This design comes from an exercise in tuning for small area on the open sky130 flow, not from production work. At most, simulation tests tie the RTL to the original design; equivalence was not proved. Power is estimated from default activity; no workload was simulated.

== run 3 ==
// multicycle_datapath
module multicycle_datapath (
    input  logic        CLK,
    input  logic        reset,
    output logic        mem_req,
    output logic        mem_we,
    output logic [31:0] mem_addr,
    output logic [31:0] mem_wdata,
    input  logic [31:0] mem_rdata,
    input  logic        mem_ready,
    output logic [31:0] pc,
    output logic        retire,
    output logic        illegal
);
    localparam logic [3:0] C_ADD = 4'd0, C_SUB = 4'd1, C_AND = 4'd2, C_OR = 4'd3,
                           C_SLT = 4'd4, C_ADDI = 4'd5, C_LW = 4'd6, C_SW = 4'd7,
                           C_BEQ = 4'd8, C_J = 4'd9, C_ILL = 4'd10;
    localparam logic [2:0] S_START = 3'd0, S_FETCH = 3'd1, S_ALIGN = 3'd2, S_P1 = 3'd3,
                           S_P2 = 3'd4, S_MEM = 3'd5, S_WB = 3'd6, S_RET = 3'd7;
    logic [2:0]        st;
    logic [3:0]        ph;
    logic              clr;
    logic [31:1][31:0] rf;      
    logic [31:0]       pcr;     
    logic [31:0]       xr;      
    logic [31:0]       yr;      
    logic [4:0]        rsel, rtsel;
    logic [3:0]        cls;
    logic              c_alu, c_pc, flag;
    logic [1:0]        prev;
  ...
clock: 10.0 ns
lec_check: 0
abc_area: 1
cap_margin: 0
core_margin: 2
core_utilization: 70
slew_margin: 0
standard.sh (not shown) runs the stock make flow with config.mk's settings and CLKGATE_MAP_FILE= SYNTH_SCRIPT=/design/flow/synth_recipe.tcl, a recipe that flattens the netlist after the stock synthesis.
==> flow/flow/run.sh <==
#!/bin/bash
# The standard layout (standard.sh) with three changes:
#  - synthesis maps logic with ABC's &nf area mapper (flow/abc_nf.script) in
#    place of ORFS's abc_area.script; everything else in synth_recipe.tcl is
#    unchanged (same registers, flatten and renaming);
#  - ports get buf_1 buffers;
#  - CTS inserts no dummy loads and uses clusters of up to 16 sinks.
# Tool logs: orfs/logs/... (one per step) and flow_standard.log here.
set -euo pipefail
W=$PWD
{
  echo 'proc abc {args} {'
  echo '  set i [lsearch $args -script]'
  echo "  if {\$i >= 0} { set args [lreplace \$args [expr {\$i+1}] [expr {\$i+1}] $W/flow/abc_nf.script] }"
  echo '  yosys abc {*}$args'
  echo '}'
  cat "$W/synth_recipe.tcl"
} > "$W/my_synth.tcl"
sed "s#SYNTH_SCRIPT=[^ ]*#SYNTH_SCRIPT=$W/my_synth.tcl #" standard.sh > my_standard.sh
export BUFFER_PORTS_ARGS="-buffer_cell sky130_fd_sc_hd__buf_1"
export CTS_ARGS="-sink_clustering_enable -repair_clock_nets -dont_use_dummy_load -sink_clustering_size 16 -sink_clustering_max_diameter 50 -buf_list sky130_fd_sc_hd__clkbuf_8"
bash my_standard.sh > flow_standard.log 2>&1
==> flow/flow/abc_nf.script <==
strash
&get -n
&st
&dch -f
&nf -a -R 1000
&put
topo
Run 3 finished end to end and its layout was clean on timing, DRC and antenna.
Here is what was changed in the inputs of run 4 compared with run 3.
--- a/flow/design.v
+++ b/flow/design.v
@@ -10,29 +10,30 @@
     output logic [31:0] pc,
     output logic        retire,
     output logic        illegal
 );
     localparam logic [3:0] C_ADD = 4'd0, C_SUB = 4'd1, C_AND = 4'd2, C_OR = 4'd3,
                            C_SLT = 4'd4, C_ADDI = 4'd5, C_LW = 4'd6, C_SW = 4'd7,
                            C_BEQ = 4'd8, C_J = 4'd9, C_ILL = 4'd10;
     localparam logic [2:0] S_START = 3'd0, S_FETCH = 3'd1, S_ALIGN = 3'd2, S_P1 = 3'd3,
-                           S_P2 = 3'd4, S_MEM = 3'd5, S_WB = 3'd6, S_RET = 3'd7;
+                           S_P2 = 3'd4, S_MEM = 3'd5, S_WB = 3'd6;
     logic [2:0]        st;
     logic [3:0]        ph;
     logic              clr;
     logic [31:1][31:0] rf;      
     logic [31:0]       pcr;     
     logic [31:0]       xr;      
     logic [31:0]       yr;      
     logic [4:0]        rsel, rtsel;
     logic [3:0]        cls;
     logic              c_alu, c_pc, flag;
     logic [1:0]        prev;
     logic [3:0]        cnt;
+    logic              ret_q, ill_q;
     logic [3:0] dcls;
     always_comb begin
         case (mem_rdata[31:26])
             6'h00: case (mem_rdata[5:0])
                 6'h20:   dcls = C_ADD;
                 6'h22:   dcls = C_SUB;
                 6'h24:   dcls = C_AND;
                 6'h25:   dcls = C_OR;
@@ -159,38 +160,49 @@
         if (st == S_WB) cnt <= cnt + 4'd1;
         else            cnt <= 4'd0;
     end
     always_ff @(posedge CLK or negedge reset) begin
         if (!reset) begin
             st    <= S_START;
             ph    <= 4'd0;
             clr   <= 1'b1;
+            ret_q <= 1'b0;
+            ill_q <= 1'b0;
         end else begin
             ph    <= ph + 4'd1;
+            ret_q <= 1'b0;
+            ill_q <= 1'b0;
             if (ph == 4'd15) clr <= 1'b0;
             case (st)
                 S_START: st <= S_FETCH;
                 S_FETCH: if (mem_ready) st <= (ph == 4'd15) ? S_P1 : S_ALIGN;
                 S_ALIGN: if (ph == 4'd15) st <= S_P1;
                 S_P1: if (ph == 4'd15) begin
                     case (cls)
-                        C_SLT, C_BEQ, C_J: st <= S_P2;
-                        C_LW, C_SW:        st <= S_MEM;
-                        default:           st <= S_RET;
+                        C_SLT:       st <= S_P2;
+                        C_BEQ, C_J:  begin st <= S_P2; ret_q <= 1'b1; end
+                        C_LW, C_SW:  st <= S_MEM;
+                        C_ILL:       begin st <= S_FETCH; ill_q <= 1'b1; end
+                        default:     begin st <= S_FETCH; ret_q <= 1'b1; end
                     endcase
                 end
-                S_P2: if (ph == 4'd15) st <= (cls == C_SLT) ? S_RET : S_FETCH;
+                S_P2: if (ph == 4'd15) begin
+                    st <= S_FETCH;
+                    if (cls == C_SLT) ret_q <= 1'b1;
+                end
                 S_MEM: if (mem_ready) st <= S_WB;
-                S_WB: if (cnt == 4'd15) st <= S_RET;
-                default: st <= S_FETCH;    
+                S_WB: if (cnt == 4'd15) begin
+                    st    <= S_FETCH;
+                    ret_q <= 1'b1;
+                end
+                default: st <= S_FETCH;
             endcase
         end
     end
     assign mem_req   = (st == S_FETCH) || (st == S_MEM);
     assign mem_we    = (st == S_MEM) && (cls == C_SW);
     assign mem_addr  = xr;
     assign mem_wdata = yr;
     assign pc        = xr;
-    assign retire    = ((st == S_RET) && (cls != C_ILL)) ||
-                       ((st == S_P2) && (ph == 4'd0) && (cls != C_SLT));
-    assign illegal   = (st == S_RET) && (cls == C_ILL);
+    assign retire    = ret_q;
+    assign illegal   = ill_q;
 endmodule
Notes after the runs:
Run 3 → run 4: synthesized area neither gained nor lost much, routed length on met3 picked up an extra 340 um, aggregate global-route resource usage -1.1 points, routed wire length fell by 2300 um. On overall power, the lower figure sits with run 3, not run 4. Number of nets in the layout ends up higher on run 3. Compared with run 3, in run 4 worst setup slack for register-to-register paths climbed 0.74 ns; final area saw an increase; layout overhead on the synthesized area essentially unchanged. Run 4 supports a higher top clock frequency than run 3.
The RTL of run 4 was laid out without a check of its function.


The RTL this note starts from:
==> flow/design.v <==
module multicycle_datapath (
    input  logic        CLK,
    input  logic        reset,
    output logic        mem_req,
    output logic        mem_we,
    output logic [31:0] mem_addr,
    output logic [31:0] mem_wdata,
    input  logic [31:0] mem_rdata,
    input  logic        mem_ready,
    output logic [31:0] pc,
    output logic        retire,
    output logic        illegal
);
    localparam logic [3:0] C_ADD = 4'd0, C_SUB = 4'd1, C_AND = 4'd2, C_OR = 4'd3,
                           C_SLT = 4'd4, C_ADDI = 4'd5, C_LW = 4'd6, C_SW = 4'd7,
                           C_BEQ = 4'd8, C_J = 4'd9, C_ILL = 4'd10;
    localparam logic [2:0] S_START = 3'd0, S_FETCH = 3'd1, S_ALIGN = 3'd2, S_P1 = 3'd3,
                           S_P2 = 3'd4, S_MEM = 3'd5, S_WB = 3'd6;
    logic [2:0]        st;
    logic [3:0]        ph;
    logic              clr;
    logic [31:1][31:0] rf;      
    logic [31:0]       pcr;     
    logic [31:0]       xr;      
    logic [31:0]       yr;      
    logic [4:0]        rsel, rtsel;
    logic              sgn;
    logic [3:0]        cls;
    logic              c_alu, c_pc, flag;
    logic [1:0]        prev;
    logic [3:0]        cnt;
    logic              ret_q, ill_q;
    logic [3:0] dcls;
    always_comb begin
        case (mem_rdata[31:26])
            6'h00: case (mem_rdata[5:0])
                6'h20:   dcls = C_ADD;
                6'h22:   dcls = C_SUB;
                6'h24:   dcls = C_AND;
                6'h25:   dcls = C_OR;
                6'h2A:   dcls = C_SLT;
                default: dcls = C_ILL;
            endcase
            6'h08:   dcls = C_ADDI;
            6'h23:   dcls = C_LW;
            6'h2B:   dcls = C_SW;
            6'h04:   dcls = C_BEQ;
            6'h02:   dcls = C_J;
            default: dcls = C_ILL;
        endcase
    end
    logic is_r, is_imm, is_mem;
    assign is_mem = (cls == C_LW) || (cls == C_SW);
    assign is_r   = (cls == C_ADD) || (cls == C_SUB) || (cls == C_AND) || (cls == C_OR) ||
                    (cls == C_SLT);
    assign is_imm = (cls == C_ADDI) || (cls == C_LW) || (cls == C_SW);
    logic [31:0][1:0] heads;
    always_comb begin
        heads[0] = 2'b00;
        for (int r = 1; r < 32; r++) heads[r] = rf[r][1:0];
    end
    logic [1:0] hA, hB, pch, ydig, immd, off2, alu_b_raw, alu_a, alu_b, bb, sum, res, pcinc;
    logic       sub, cin, c1, c2, pcc1, pcc2, pcin;
    assign hA   = heads[rsel];
    assign hB   = heads[rtsel];
    assign pch  = pcr[1:0];
    assign ydig = yr[2*ph +: 2];
    assign immd = ph[3] ? {sgn, sgn} : ydig;
    always_comb begin
        if (ph == 4'd0)         off2 = 2'b00;
        else if (cls == C_J)    off2 = (ph <= 4'd13) ? prev : pch;
        else                    off2 = (ph <= 4'd8)  ? prev : {sgn, sgn};
    end
    assign alu_a     = (st == S_P2) ? pch : hA;
    assign alu_b_raw = (st == S_P2) ? (flag ? off2 : 2'b00) : (is_imm ? immd : hB);
    assign sub       = (st != S_P2) && ((cls == C_SUB) || (cls == C_SLT));
    assign bb        = sub ? ~alu_b_raw : alu_b_raw;
    assign cin       = (ph == 4'd0) ? sub : c_alu;
    assign {c1, sum[0]} = alu_a[0] + bb[0] + cin;
    assign {c2, sum[1]} = alu_a[1] + bb[1] + c1;
    always_comb begin
        case (cls)
            C_AND:   res = alu_a & alu_b_raw;
            C_OR:    res = alu_a | alu_b_raw;
            default: res = sum;
        endcase
    end
    assign alu_b = alu_b_raw;
    assign pcin = (ph == 4'd0) ? 1'b0 : c_pc;
    assign {pcc1, pcinc[0]} = pch[0] + (ph == 4'd1) + pcin;
    assign {pcc2, pcinc[1]} = pch[1] + pcc1;
    logic       pcwe, xwe, ywe, rfwe;
    logic [1:0] pcwd, xwd, rfwd;
    logic [4:0] wsel;
    assign pcwe = clr || (st == S_P1) || ((st == S_P2) && ((cls == C_BEQ) || (cls == C_J)));
    always_comb begin
        if (clr)                 pcwd = 2'b00;
        else if (st == S_P1)     pcwd = pcinc;
        else if (cls == C_J)     pcwd = off2;
        else                     pcwd = sum;
    end
    assign xwe = (st == S_P1) || (st == S_WB) ||
                 ((st == S_P2) && ((cls == C_BEQ) || (cls == C_J)));
    always_comb begin
        if (st == S_WB)                              xwd = pch;
        else if ((st == S_P1) && is_mem)             xwd = sum;
        else if (st == S_P1)                         xwd = pcinc;
        else if (cls == C_J)                         xwd = off2;
        else                                         xwd = sum;
    end
    assign ywe = (st == S_P1) && (cls == C_SW);
    assign rfwe = ((st == S_P1) && ((cls == C_ADD) || (cls == C_SUB) || (cls == C_AND) ||
                                    (cls == C_OR) || (cls == C_ADDI))) ||
                  ((st == S_P2) && (cls == C_SLT)) ||
                  ((st == S_WB) && (cls == C_LW));
    assign wsel = is_r ? yr[15:11] : rtsel;
    always_comb begin
        if (clr)               rfwd = 2'b00;
        else if (st == S_WB)   rfwd = ydig;
        else if (st == S_P2)   rfwd = {1'b0, (ph == 4'd0) && flag};
        else                   rfwd = res;
    end
    always_ff @(posedge CLK) begin
        for (int r = 1; r < 32; r++) begin
            rf[r][29:0]  <= rf[r][31:2];
            rf[r][31:30] <= (clr || (rfwe && (wsel == 5'(r)))) ? rfwd : rf[r][1:0];
        end
        pcr[29:0]  <= pcr[31:2];
        pcr[31:30] <= pcwe ? pcwd : pcr[1:0];
    end
    logic fetch_done, load_done;
    assign fetch_done = (st == S_FETCH) && mem_ready;
    assign load_done  = (st == S_MEM) && mem_ready && (cls == C_LW);
    always_ff @(posedge CLK or negedge reset) begin
        if (!reset) begin
            xr <= '0;
        end else begin
            for (int k = 0; k < 16; k++)
                if (xwe && (ph == 4'(k))) xr[2*k +: 2] <= xwd;
        end
    end
    always_ff @(posedge CLK) begin
        if (fetch_done || load_done) yr <= mem_rdata;
        else
            for (int k = 0; k < 16; k++)
                if (ywe && (ph == 4'(k))) yr[2*k +: 2] <= hB;
        if (fetch_done) begin
            rsel  <= mem_rdata[25:21];
            rtsel <= mem_rdata[20:16];
            sgn   <= mem_rdata[15];
            cls   <= dcls;
        end
        c_alu <= c2;
        c_pc  <= pcc2;
        prev  <= ydig;
        if (st == S_P1) begin
            if (cls == C_BEQ)
                flag <= ((ph == 4'd0) || flag) && (hA == hB);
            else if (ph == 4'd15)
                flag <= (alu_a[1] ^ alu_b[1]) ? alu_a[1] : sum[1];
        end
        if (st == S_WB) cnt <= cnt + 4'd1;
        else            cnt <= 4'd0;
    end
    always_ff @(posedge CLK or negedge reset) begin
        if (!reset) begin
            st    <= S_START;
            ph    <= 4'd0;
            clr   <= 1'b1;
            ret_q <= 1'b0;
            ill_q <= 1'b0;
        end else begin
            ph    <= ph + 4'd1;
            ret_q <= 1'b0;
            ill_q <= 1'b0;
            if (ph == 4'd15) clr <= 1'b0;
            case (st)
                S_START: st <= S_FETCH;
                S_FETCH: if (mem_ready) st <= (ph == 4'd15) ? S_P1 : S_ALIGN;
                S_ALIGN: if (ph == 4'd15) st <= S_P1;
                S_P1: if (ph == 4'd15) begin
                    case (cls)
                        C_SLT:       st <= S_P2;
                        C_BEQ, C_J:  begin st <= S_P2; ret_q <= 1'b1; end
                        C_LW, C_SW:  st <= S_MEM;
                        C_ILL:       begin st <= S_FETCH; ill_q <= 1'b1; end
                        default:     begin st <= S_FETCH; ret_q <= 1'b1; end
                    endcase
                end
                S_P2: if (ph == 4'd15) begin
                    st <= S_FETCH;
                    if (cls == C_SLT) ret_q <= 1'b1;
                end
                S_MEM: if (mem_ready) st <= S_WB;
                S_WB: if (cnt == 4'd15) begin
                    st    <= S_FETCH;
                    ret_q <= 1'b1;
                end
                default: st <= S_FETCH;
            endcase
        end
    end
    assign mem_req   = (st == S_FETCH) || (st == S_MEM);
    assign mem_we    = (st == S_MEM) && (cls == C_SW);
    assign mem_addr  = xr;
    assign mem_wdata = yr;
    assign pc        = xr;
    assign retire    = ret_q;
    assign illegal   = ill_q;
endmodule
Settings: LEC_CHECK=0, ABC_AREA=1, CAP_MARGIN=0, CORE_MARGIN=2, CORE_UTILIZATION=70, SLEW_MARGIN=0; clock period 10.0 ns.
Scripts as last shown in full above: flow/flow/run.sh, flow/flow/abc_nf.script
Rerun with:
--- a/flow/design.v
+++ b/flow/design.v
@@ -16,5 +16,5 @@
                            C_BEQ = 4'd8, C_J = 4'd9, C_ILL = 4'd10;
     localparam logic [2:0] S_START = 3'd0, S_FETCH = 3'd1, S_ALIGN = 3'd2, S_P1 = 3'd3,
-                           S_P2 = 3'd4, S_MEM = 3'd5, S_WB = 3'd6;
+                           S_P2 = 3'd4, S_MEM = 3'd5, S_WB = 3'd6, S_RET = 3'd7;
     logic [2:0]        st;
     logic [3:0]        ph;
@@ -25,10 +25,7 @@
     logic [31:0]       yr;      
     logic [4:0]        rsel, rtsel;
-    logic              sgn;
     logic [3:0]        cls;
     logic              c_alu, c_pc, flag;
     logic [1:0]        prev;
-    logic [3:0]        cnt;
-    logic              ret_q, ill_q;
     logic [3:0] dcls;
     always_comb begin
@@ -66,9 +63,9 @@
     assign pch  = pcr[1:0];
     assign ydig = yr[2*ph +: 2];
-    assign immd = ph[3] ? {sgn, sgn} : ydig;
+    assign immd = ph[3] ? {prev[1], prev[1]} : ydig;
     always_comb begin
         if (ph == 4'd0)         off2 = 2'b00;
         else if (cls == C_J)    off2 = (ph <= 4'd13) ? prev : pch;
-        else                    off2 = (ph <= 4'd8)  ? prev : {sgn, sgn};
+        else                    off2 = prev;
     end
     assign alu_a     = (st == S_P2) ? pch : hA;
@@ -148,10 +145,11 @@
             rsel  <= mem_rdata[25:21];
             rtsel <= mem_rdata[20:16];
-            sgn   <= mem_rdata[15];
             cls   <= dcls;
+        end else if ((st == S_MEM) && mem_ready) begin
+            rsel  <= {1'b0, ph};    
         end
         c_alu <= c2;
         c_pc  <= pcc2;
-        prev  <= ydig;
+        prev  <= (cls == C_J) ? ydig : immd;
         if (st == S_P1) begin
             if (cls == C_BEQ)
@@ -160,6 +158,4 @@
                 flag <= (alu_a[1] ^ alu_b[1]) ? alu_a[1] : sum[1];
         end
-        if (st == S_WB) cnt <= cnt + 4'd1;
-        else            cnt <= 4'd0;
     end
     always_ff @(posedge CLK or negedge reset) begin
@@ -168,10 +164,6 @@
             ph    <= 4'd0;
             clr   <= 1'b1;
-            ret_q <= 1'b0;
-            ill_q <= 1'b0;
         end else begin
             ph    <= ph + 4'd1;
-            ret_q <= 1'b0;
-            ill_q <= 1'b0;
             if (ph == 4'd15) clr <= 1'b0;
             case (st)
@@ -181,21 +173,13 @@
                 S_P1: if (ph == 4'd15) begin
                     case (cls)
-                        C_SLT:       st <= S_P2;
-                        C_BEQ, C_J:  begin st <= S_P2; ret_q <= 1'b1; end
-                        C_LW, C_SW:  st <= S_MEM;
-                        C_ILL:       begin st <= S_FETCH; ill_q <= 1'b1; end
-                        default:     begin st <= S_FETCH; ret_q <= 1'b1; end
+                        C_SLT, C_BEQ, C_J: st <= S_P2;
+                        C_LW, C_SW:        st <= S_MEM;
+                        default:           st <= S_RET;
                     endcase
                 end
-                S_P2: if (ph == 4'd15) begin
-                    st <= S_FETCH;
-                    if (cls == C_SLT) ret_q <= 1'b1;
-                end
+                S_P2: if (ph == 4'd15) st <= (cls == C_SLT) ? S_RET : S_FETCH;
                 S_MEM: if (mem_ready) st <= S_WB;
-                S_WB: if (cnt == 4'd15) begin
-                    st    <= S_FETCH;
-                    ret_q <= 1'b1;
-                end
-                default: st <= S_FETCH;
+                S_WB: if (ph == rsel[3:0]) st <= S_RET;
+                default: st <= S_FETCH;    
             endcase
         end
@@ -206,5 +190,6 @@
     assign mem_wdata = yr;
     assign pc        = xr;
-    assign retire    = ret_q;
-    assign illegal   = ill_q;
+    assign retire    = ((st == S_RET) && (cls != C_ILL)) ||
+                       ((st == S_P2) && (ph == 4'd0) && (cls != C_SLT));
+    assign illegal   = (st == S_RET) && (cls == C_ILL);
 endmodule
What happened: Clock-buffer cell count increases by 1; final area decreases by 0.35%; routed wire length decreases by 6.1%; register-to-register slack is better by 0.14 ns; global-route usage decreases by 1.3 points; final cell count decreases by 1.0%; synthesized area decreases by 0.36%; hold slack is worse by 0.019 ns; utilization barely changes.

## re-timing with driven ports
No port has a modelled driver above. Below, the same layouts with a new extraction and two added sets of constraints.
Step 1 (the two cells are an assumption about what drives the block):
set clk [get_ports {CLK}]
set_driving_cell -lib_cell sky130_fd_sc_hd__clkbuf_16 $clk
set_driving_cell -lib_cell sky130_fd_sc_hd__buf_2 [delete_from_list [all_inputs] $clk]
Step 2 moves the port delays by t, midway between the first and last clock arrival at a register: inputs arrive t later, outputs are due t later. That takes back most of the time a late clock gives input paths.
Three values: ideal, step 1, step 2; two values: the first two.
run | t (ns) | slack for setup (ns) | pins driven straight from the clock port
run 3 | 0.683 | 4.429 / 4.429 / 4.429 | 1
run 4 | 0.668 | 5.166 / 5.166 / 5.166 | 1
the first run of note 2 | 0.677 | 4.924 / 4.924 / 4.924 | 1
the second run of note 2 | 0.670 | 5.067 / 5.067 / 5.067 | 1
After both steps setup and hold are still met in every run listed.
